From an optimization exercise on the open Yosys and OpenROAD flow, aimed at small area; shortcuts taken in it are not production practice.
The RTL was checked by simulation tests, not by an equivalence proof against the original design.
No activity file was given, so power comes from the tool's default toggle rates.

$ cat flow/config.mk
export PLATFORM = sky130hd
export DESIGN_NAME = csr_file
export DESIGN_NICKNAME = csr_file
export VERILOG_FILES = /design/flow/design.v
export SDC_FILE = /design/flow/constraint.sdc
export NUM_CORES = 4
export LEC_CHECK = 0
export CAP_MARGIN = 20
export CORE_MARGIN = 2
export CORE_UTILIZATION = 30
export SLEW_MARGIN = 20
$ cat flow/constraint.sdc
create_clock -name core_clock -period 6.0 [get_ports {clk_i}]
set_input_delay 1.2000 -clock core_clock [delete_from_list [all_inputs] [get_ports {clk_i}]]
set_output_delay 1.2000 -clock core_clock [all_outputs]
set_load 0.01 [all_outputs]
$ cat flow/design.v
`timescale 1ns/1ps
package csr_pkg;
  typedef enum logic [11:0] {
    CSR_MVENDORID  = 12'hF11,
    CSR_MARCHID    = 12'hF12,
    CSR_MIMPID     = 12'hF13,
    CSR_MHARTID    = 12'hF14,
    CSR_MCONFIGPTR = 12'hF15,
    CSR_MSTATUS    = 12'h300,
    CSR_MISA       = 12'h301,
    CSR_MIE        = 12'h304,
    CSR_MTVEC      = 12'h305,
    CSR_MCOUNTEREN = 12'h306,
    CSR_MSTATUSH   = 12'h310,
    CSR_MSCRATCH   = 12'h340,
    CSR_MEPC       = 12'h341,
    CSR_MCAUSE     = 12'h342,
    CSR_MTVAL      = 12'h343,
    CSR_MIP        = 12'h344,
    CSR_MCYCLE     = 12'hB00,
    CSR_MINSTRET   = 12'hB02,
    CSR_MCYCLEH    = 12'hB80,
    CSR_MINSTRETH  = 12'hB82,
    CSR_CYCLE      = 12'hC00,   
    CSR_INSTRET    = 12'hC02,
    CSR_CYCLEH     = 12'hC80,
    CSR_INSTRETH   = 12'hC82
  } csr_addr_e;
  typedef enum logic [2:0] {
    STALL_NONE,
    STALL_IMISS,    
    STALL_DMISS,    
    STALL_ALU,      
    STALL_FENCEI
  } stall_e;
  typedef struct packed {
    logic       mie;
    logic       mpie;
    logic [1:0] mpp;    
  } mstatus_t;
  typedef struct packed {
    logic                 rd_en;
    logic                 wr_en;
    csr_addr_e            addr;
    logic [32-1:0] wdata;
  } csr_req_t;
  typedef struct packed {
    logic [32-1:0] epc;
    logic [32-1:0] cause;
    logic [32-1:0] tval;
  } trap_info_t;
  typedef struct packed {
    logic msip;
    logic mtip;
    logic meip;
  } irq_t;
  typedef struct packed {
    mstatus_t             mstatus;
    logic [32-1:0] mie;
    logic [32-1:0] mtvec;
    logic [32-1:0] mscratch;
    logic [32-1:0] mepc;
    logic [32-1:0] mcause;
    logic [32-1:0] mtval;
  } trap_state_t;
  typedef struct packed {
    logic [63:0] mcycle;
    logic [63:0] minstret;
  } counter_state_t;
endpackage
`timescale 1ns/1ps
module csr_trap_regs (
  input  logic                 clk_i,
  input  logic                 rst_ni,
  input  logic                 active_i,      
  input  csr_pkg::csr_req_t    req_i,
  input  logic                 trap_i,
  input  logic                 mret_i,
  input  csr_pkg::trap_info_t  trap_info_i,
  output csr_pkg::trap_state_t state_o
);
  localparam logic [32-1:0] MSTATUS_RST = 32'h0000_1800;
  csr_pkg::mstatus_t             mstatus_q;
  logic [32-1:0] mie_q;
  logic [32-1:0] mtvec_q;
  logic [32-1:0] mscratch_q;
  logic [32-1:0] mepc_q;
  logic [32-1:0] mcause_q;
  logic [32-1:0] mtval_q;
  always_ff @(posedge clk_i) begin
    if (!rst_ni) begin
      mstatus_q  <= {MSTATUS_RST[3], MSTATUS_RST[7], MSTATUS_RST[12:11]};
      mie_q      <= '0;
      mtvec_q    <= '0;
      mscratch_q <= '0;
      mepc_q     <= '0;
      mcause_q   <= '0;
      mtval_q    <= '0;
    end else if (active_i) begin
      if (trap_i) begin
        mepc_q         <= trap_info_i.epc;
        mcause_q       <= trap_info_i.cause;
        mtval_q        <= trap_info_i.tval;
        mstatus_q.mpie <= mstatus_q.mie;    
        mstatus_q.mie  <= 1'b0;             
        mstatus_q.mpp  <= 2'b11;
      end else if (mret_i) begin
        mstatus_q.mie  <= mstatus_q.mpie;   
        mstatus_q.mpie <= 1'b1;
        mstatus_q.mpp  <= 2'b11;
      end else if (req_i.wr_en) begin
        unique case (req_i.addr)
          csr_pkg::CSR_MSTATUS:  mstatus_q  <= {req_i.wdata[3], req_i.wdata[7], 2'b11};
          csr_pkg::CSR_MIE:      mie_q      <= req_i.wdata & 32'h0000_0888;
          csr_pkg::CSR_MTVEC:    mtvec_q    <= req_i.wdata;
          csr_pkg::CSR_MSCRATCH: mscratch_q <= req_i.wdata;
          csr_pkg::CSR_MEPC:     mepc_q     <= req_i.wdata;
          csr_pkg::CSR_MCAUSE:   mcause_q   <= req_i.wdata;
          csr_pkg::CSR_MTVAL:    mtval_q    <= req_i.wdata;
          default: ;   
        endcase
      end
    end
  end
  assign state_o = {mstatus_q, mie_q, mtvec_q, mscratch_q, mepc_q, mcause_q, mtval_q};
endmodule
`timescale 1ns/1ps
module csr_counters (
  input  logic                    clk_i,
  input  logic                    rst_ni,
  input  logic                    active_i,
  input  logic                    trap_i,     
  input  csr_pkg::csr_req_t       req_i,
  output csr_pkg::counter_state_t state_o
);
  logic [32-1:0] mcycle_lo, mcycle_hi;
  logic [32-1:0] minstret_lo, minstret_hi;
  logic [63:0]          mcycle_inc, minstret_inc;
  logic                 wr_ok;       
  logic                 instret_wr, cycle_wr;
  logic                 instret_en;
  assign wr_ok        = req_i.wr_en && !trap_i;
  assign cycle_wr     = wr_ok && (req_i.addr == csr_pkg::CSR_MCYCLE || req_i.addr == csr_pkg::CSR_MCYCLEH);
  assign instret_wr   = wr_ok && (req_i.addr == csr_pkg::CSR_MINSTRET || req_i.addr == csr_pkg::CSR_MINSTRETH);
  assign instret_en   = !trap_i && !instret_wr;
  assign mcycle_inc   = {mcycle_hi, mcycle_lo} + 64'd1;
  assign minstret_inc = {minstret_hi, minstret_lo} + 64'd1;
  always_ff @(posedge clk_i) begin
    if (!rst_ni) begin
      mcycle_lo   <= '0;
      mcycle_hi   <= '0;
      minstret_lo <= '0;
      minstret_hi <= '0;
    end else if (active_i) begin
      {mcycle_hi, mcycle_lo} <= mcycle_inc;
      if (instret_en) {minstret_hi, minstret_lo} <= minstret_inc;
      if (wr_ok) begin
        unique case (req_i.addr)
          csr_pkg::CSR_MCYCLE:    mcycle_lo   <= req_i.wdata;
          csr_pkg::CSR_MCYCLEH:   mcycle_hi   <= req_i.wdata;
          csr_pkg::CSR_MINSTRET:  minstret_lo <= req_i.wdata;
          csr_pkg::CSR_MINSTRETH: minstret_hi <= req_i.wdata;
          default: ;   
        endcase
      end
    end
  end
  assign state_o = {mcycle_hi, mcycle_lo, minstret_hi, minstret_lo};   
endmodule
`timescale 1ns/1ps
module csr_read_mux (
  input  csr_pkg::csr_req_t       req_i,
  input  csr_pkg::trap_state_t    trap_i,
  input  csr_pkg::counter_state_t cnt_i,
  input  csr_pkg::irq_t           irq_i,
  output logic [32-1:0]    rdata_o
);
  logic [32-1:0] mstatus_word;
  logic [32-1:0] mip_word;
  always_comb begin
    mstatus_word        = '0;
    mstatus_word[3]     = trap_i.mstatus.mie;
    mstatus_word[7]     = trap_i.mstatus.mpie;
    mstatus_word[12:11] = trap_i.mstatus.mpp;
    mip_word     = '0;
    mip_word[3]  = irq_i.msip;    
    mip_word[7]  = irq_i.mtip;    
    mip_word[11] = irq_i.meip;    
  end
  always_comb begin
    rdata_o = '0;
    if (req_i.rd_en) begin
      unique case (req_i.addr)
        csr_pkg::CSR_MARCHID:  rdata_o = 32'd5;
        csr_pkg::CSR_MISA:     rdata_o = 32'h4000_1104;
        csr_pkg::CSR_MSTATUS:  rdata_o = mstatus_word;
        csr_pkg::CSR_MIE:      rdata_o = trap_i.mie;
        csr_pkg::CSR_MTVEC:    rdata_o = trap_i.mtvec;
        csr_pkg::CSR_MSCRATCH: rdata_o = trap_i.mscratch;
        csr_pkg::CSR_MEPC:     rdata_o = trap_i.mepc;
        csr_pkg::CSR_MCAUSE:   rdata_o = trap_i.mcause;
        csr_pkg::CSR_MTVAL:    rdata_o = trap_i.mtval;
        csr_pkg::CSR_MIP:      rdata_o = mip_word;
        csr_pkg::CSR_MCYCLE,    csr_pkg::CSR_CYCLE:    rdata_o = cnt_i.mcycle[31:0];
        csr_pkg::CSR_MCYCLEH,   csr_pkg::CSR_CYCLEH:   rdata_o = cnt_i.mcycle[63:32];
        csr_pkg::CSR_MINSTRET,  csr_pkg::CSR_INSTRET:  rdata_o = cnt_i.minstret[31:0];
        csr_pkg::CSR_MINSTRETH, csr_pkg::CSR_INSTRETH: rdata_o = cnt_i.minstret[63:32];
        csr_pkg::CSR_MVENDORID, csr_pkg::CSR_MIMPID, csr_pkg::CSR_MHARTID, csr_pkg::CSR_MCONFIGPTR,
        csr_pkg::CSR_MCOUNTEREN, csr_pkg::CSR_MSTATUSH: rdata_o = '0;
        default: rdata_o = '0;   
      endcase
    end
  end
endmodule
`timescale 1ns/1ps
module csr_file (
  input  logic                 clk_i,
  input  logic                 rst_ni,
  input  logic [45:0]          req_i,          
  input  logic [2:0]           stall_i,        
  input  logic                 trap_i,         
  input  logic                 mret_i,         
  input  logic [95:0]          trap_info_i,    
  input  logic [2:0]           irq_i,          
  output logic [32-1:0] csr_rdata_o,
  output logic [32-1:0] mtvec_o,
  output logic [32-1:0] mepc_o
);
  csr_pkg::csr_req_t       req;
  csr_pkg::trap_info_t     trap_info;
  csr_pkg::irq_t           irq;
  csr_pkg::trap_state_t    trap_state;
  csr_pkg::counter_state_t cnt_state;
  logic           active;
  assign req       = req_i;
  assign trap_info = trap_info_i;
  assign irq       = irq_i;
  assign active = (stall_i == csr_pkg::STALL_NONE) || trap_i;
  csr_trap_regs u_trap_regs (
    .clk_i       (clk_i),
    .rst_ni      (rst_ni),
    .active_i    (active),
    .req_i       (req),
    .trap_i      (trap_i),
    .mret_i      (mret_i),
    .trap_info_i (trap_info),
    .state_o     (trap_state)
  );
  csr_counters u_counters (
    .clk_i    (clk_i),
    .rst_ni   (rst_ni),
    .active_i (active),
    .trap_i   (trap_i),
    .req_i    (req),
    .state_o  (cnt_state)
  );
  csr_read_mux u_read_mux (
    .req_i   (req),
    .trap_i  (trap_state),
    .cnt_i   (cnt_state),
    .irq_i   (irq),
    .rdata_o (csr_rdata_o)
  );
  assign mtvec_o = trap_state.mtvec;   
  assign mepc_o  = trap_state.mepc;
endmodule
$ cat flow/run.sh
#!/bin/bash
# synth_recipe.tcl (not shown) runs the flow's synth.tcl, then flattens the netlist and writes it again
# the make line also repeats each setting of config.mk as NAME=value (left out here)
make -C /OpenROAD-flow-scripts/flow DESIGN_CONFIG=/design/flow/config.mk WORK_HOME=/design/flow/orfs CLKGATE_MAP_FILE= SYNTH_SCRIPT=/design/flow/synth_recipe.tcl finish
==> run summary <==
==> critical path, stage by stage <==
cell	delay [ps]
clkdlybuf4s50_1	500
nor4_2	500
buf_4	230
and3_1	370
buf_4	330
a22o_1	170
a221oi_1	70
a31oi_1	390
clkdlybuf4s50_1	620
==> cell usage after synthesis (16+ instances only) <==
cell and n:
a22o_1 46, a221oi_1 38, buf_4 70, a22oi_1 20, mux2i_1 106, inv_1 19
and2_1 17, or4_1 16, buf_2 42, nor4_1 30, nand4_1 52, a211oi_1 26
o22ai_1 16, o211ai_1 24, nor2_1 122, and3_1 43, mux2_2 16, dfxtp_1 293
nand2_1 300, or3_1 16, nor3_1 74, a21oi_1 260, a31oi_1 58, o21ai_0 185
nand3_1 90, clkbuf_1 179
==> how the worst max path moves through the flow <==
stage,from,endpoint,slack [ps]
after detailed placement,req_i[39],csr_rdata_o[20],520
after global placement,req_i[41],csr_rdata_o[18],450
after global routing,req_i[37],csr_rdata_o[24],320
after CTS,req_i[41],csr_rdata_o[18],490
after floorplan,req_i[35],csr_rdata_o[29],1700
final,req_i[39],csr_rdata_o[20],410
==> logic make-up (layout without fill, tap and decap cells) <==
group                    count (synthesis)  in the layout  share of synthesized area (%)
other                                    0              2                              0
flip-flops                             293            293                           32.8
AO/OA/AOI/OAI                          793            793                           28.0
buffers and inverters                  322            386                           8.54
multiplexers                           122            122                           6.93
AND/OR/NAND/NOR                        838            838                           23.6
adder cells (fa/ha/maj)                  2              2                          0.140
==> per-layer routing <==
metal | share of wire, % | vias up | GRT usage (%)
li1 | - | 8914 | -
met1 | 42 | 9974 | 41.5
met2 | 44 | 1265 | 45.8
met3 | 11 | 196 | 6.25
met4 | 4.1 | 0 | 11.4
met5 | 0 | - | 0
==> state kept, by name, indices dropped and copies added, names as in the netlist <==
signal and count:
u_counters.mcycle_lo 32, u_counters.minstret_hi 32, u_trap_regs.mcause_q 32, u_trap_regs.mepc_q 32, u_trap_regs.mtval_q 32, u_trap_regs.mstatus_q 2, u_counters.minstret_lo 32, u_counters.mcycle_hi 32
u_trap_regs.mtvec_q 32, u_trap_regs.mscratch_q 32, u_trap_regs.mie_q 3
==> per-stage QoR <==
stage	setup WS (ps)	hold WS, ps	total power (W)	std cells
6_report	411	454	0.00486	3209
5_1_grt	324	465	0.00498	3207
4_1_cts	485	455	0.00486	3207
3_5_place_dp	516	449	0.00256	3143
3_3_place_gp	449	438	0.00256	3143
2_1_floorplan	1700	429	0.00229	2370
==> report_power, final <==
group / total, W / internal [W] / switching (W)
registers: 0.00206 / 0.00199 / 0.0000637
clock network: 0.00233 / 0.00138 / 0.000946
logic: 0.000479 / 0.000184 / 0.000294
==> area by class of cell <==
type                    instances  area (um^2)  area share (%)
multi-input cells            1755        10600            48.7
flip-flops and latches        293         5870            26.9
repair buffers                303         3040            14.0
clock buffers                  50         1030            4.74
well taps                     773          967            4.44
clock inverters                14          191           0.879
inverters                      19         76.3           0.350
diodes                          2         5.00          0.0230
==> flow_metrics.py <==
metrics = {
    "sta": {
        "final.min_clock_period_ps": 5590,
        "maxSlewHeadroom_pct": 23.7,
        "fmaxAchievable_ghz": 0.179,
        "fin_crit_sh_pct": 93.1,
        "fin_skew_ps": 21.3,
        "worstMarginPinSlew_ps": 1130,
        "slew_violations": 0,
        "rsz0062_at_grt": "false",
        "hold_viol": 0,
        "setup_tns_ps": 0,
        "setup_violations": 0,
    },
    "setup_path": {
        "r2r_setup_slack_ps": 2540,
        "critPathCaptureType": "output port",
        "reg2reg_from": "u_counters.minstret_lo[21]$_SDFFE_PN0P_",
        "required_ps": 4800,
        "start_kind": "input pin",
        "critPathKind": "input pin to output port",
        "cp_data_arrival_time_ps": 4390,
        "worst-path-max-fanout": 17,
        "reg2reg_to": "u_counters.minstret_hi[21]$_SDFFE_PN0P_",
        "r2r_cells": 6,
    },
    "global_route": {
        "globalRouteTotalUtil_pct": 30.1,
        "grt_pass1_vias": 18700,
        "grt_max_degree": 195,
        "antenna_found_initial": 0,
        "grt_pass1_wl_mm": 136,
        "grt_overflow": 0,
    },
    "placed_design": {
        "io_buffers": 247,
        "post-dp-hpwl_mm": 68.5,
        "place_area_um2": 20600,
        "gp_congestion": 0.998,
    },
    "synthesis": {
        "ys_warn_count": 3,
        "synth_area_leader_cell": "dfxtp_1",
        "avgSynthCellArea_um2": 7.56,
        "yosysSeqAreaShare_pct": 32.8,
        "synth_top_area_share_pct": 32.8,
        "synth-seq-cells": 293,
        "synthFlopType": "dfxtp_1",
        "synth_area_leaders": "dfxtp_1 33%, a21oi_1 7.3%, nand2_1 6.3%",
        "async_flop_share_pct": 0,
        "synthCells": 2370,
        "syn_nets": 2524,
        "syn_area_um2": 17900,
        "synth_edf_count": 0,
        "synth_cell_types": 79,
    },
    "clocking": {
        "cts_root_buf": "clkbuf_16",
        "cts.sinks": 293,
        "clockBufferDepth": 3,
        "htreeDepth": 2,
        "cts_buffers": 36,
        "tritoncts": "done",
        "cts_hold_buffers": 0,
        "postCtsSetupBuffers": 0,
        "cts_resized": 0,
        "clk_latency_ps": 570,
        "path_clk_slew_ps": 50,
    },
    "finish": {
        "num-fill-cells": 6106,
        "final_common_cell": "nand2_1",
        "drive_gt1_share_pct": 7.19,
        "layout_common_cells": "300 x nand2_1, 293 x dfxtp_1, 260 x a21oi_1",
        "fin_util_pct": 36.9,
        "fin_nets": 2562,
        "design_area_um2": 21800,
        "syn_to_final_growth_pct": 21.7,
    },
    "die": {
        "start_util_pct": 30.3,
        "die_w_um": 248,
        "die_h_um": 248,
        "coreArea_um2": 59000,
        "num_rows": 89,
        "fp.dieArea_um2": 61700,
        "pin_count": 248,
    },
    "power_and_ir_drop": {
        "max-vdd-ir-drop_mv": 0.184,
        "p_per_area_nw_per_um2": 223,
        "leakagePower_nw": 6.55,
    },
    "run_status": {
        "outcome": "no timing/DRC/antenna violations",
    },
    "min_path": {
        "hold_class": "flop to flop",
        "min_from": "u_trap_regs.mscratch_q[4]$_SDFFE_PN0P_",
        "worstHoldEndpoint": "u_trap_regs.mscratch_q[4]$_SDFFE_PN0P_",
        "hold_depth": 2,
    },
    "routing": {
        "drcViolationCount": 0,
        "drt_iter0_drc": 2995,
        "via_per_inst": 6.34,
        "drtAntennaViolNets": 0,
        "drt-total-wl_mm": 94.9,
        "first_pass_iters": 7,
        "post_drt_wl_per_cell_um": 29.6,
        "vias": 20300,
    },
    "run": {
        "drv_cap": 0,
    },
}

separate check: timing with driven ports:
The results above use ideal ports. As a check the final layout listed here was re-extracted and re-timed, cells and wires unchanged. Step 1: set_driving_cell puts a clkbuf_16 on clk_i and a buf_2 on each other input, an assumption about the parent block. Step 2 times the ports against the registers' clock, not the clock port: input delays grow and output delays shrink by t, the midpoint of the rising clock arrivals with the driver on. a / b / c = no drivers / after step 1 / after step 2; a / b = the first two.
t, ns: 0.613
setup WS [ns]: 0.411 / 0.383 / 0.383
hold WS [ns]: 0.454 / 0.454 / 0.454
worst setup path after step 2: input to output
slew at the worst register clock pin (ns): 0.07 / 0.07
After both steps this run still meets setup and hold. For this run, drivers alone change the setup slack by -0.028 ns; drivers and shift together by -0.028 ns.
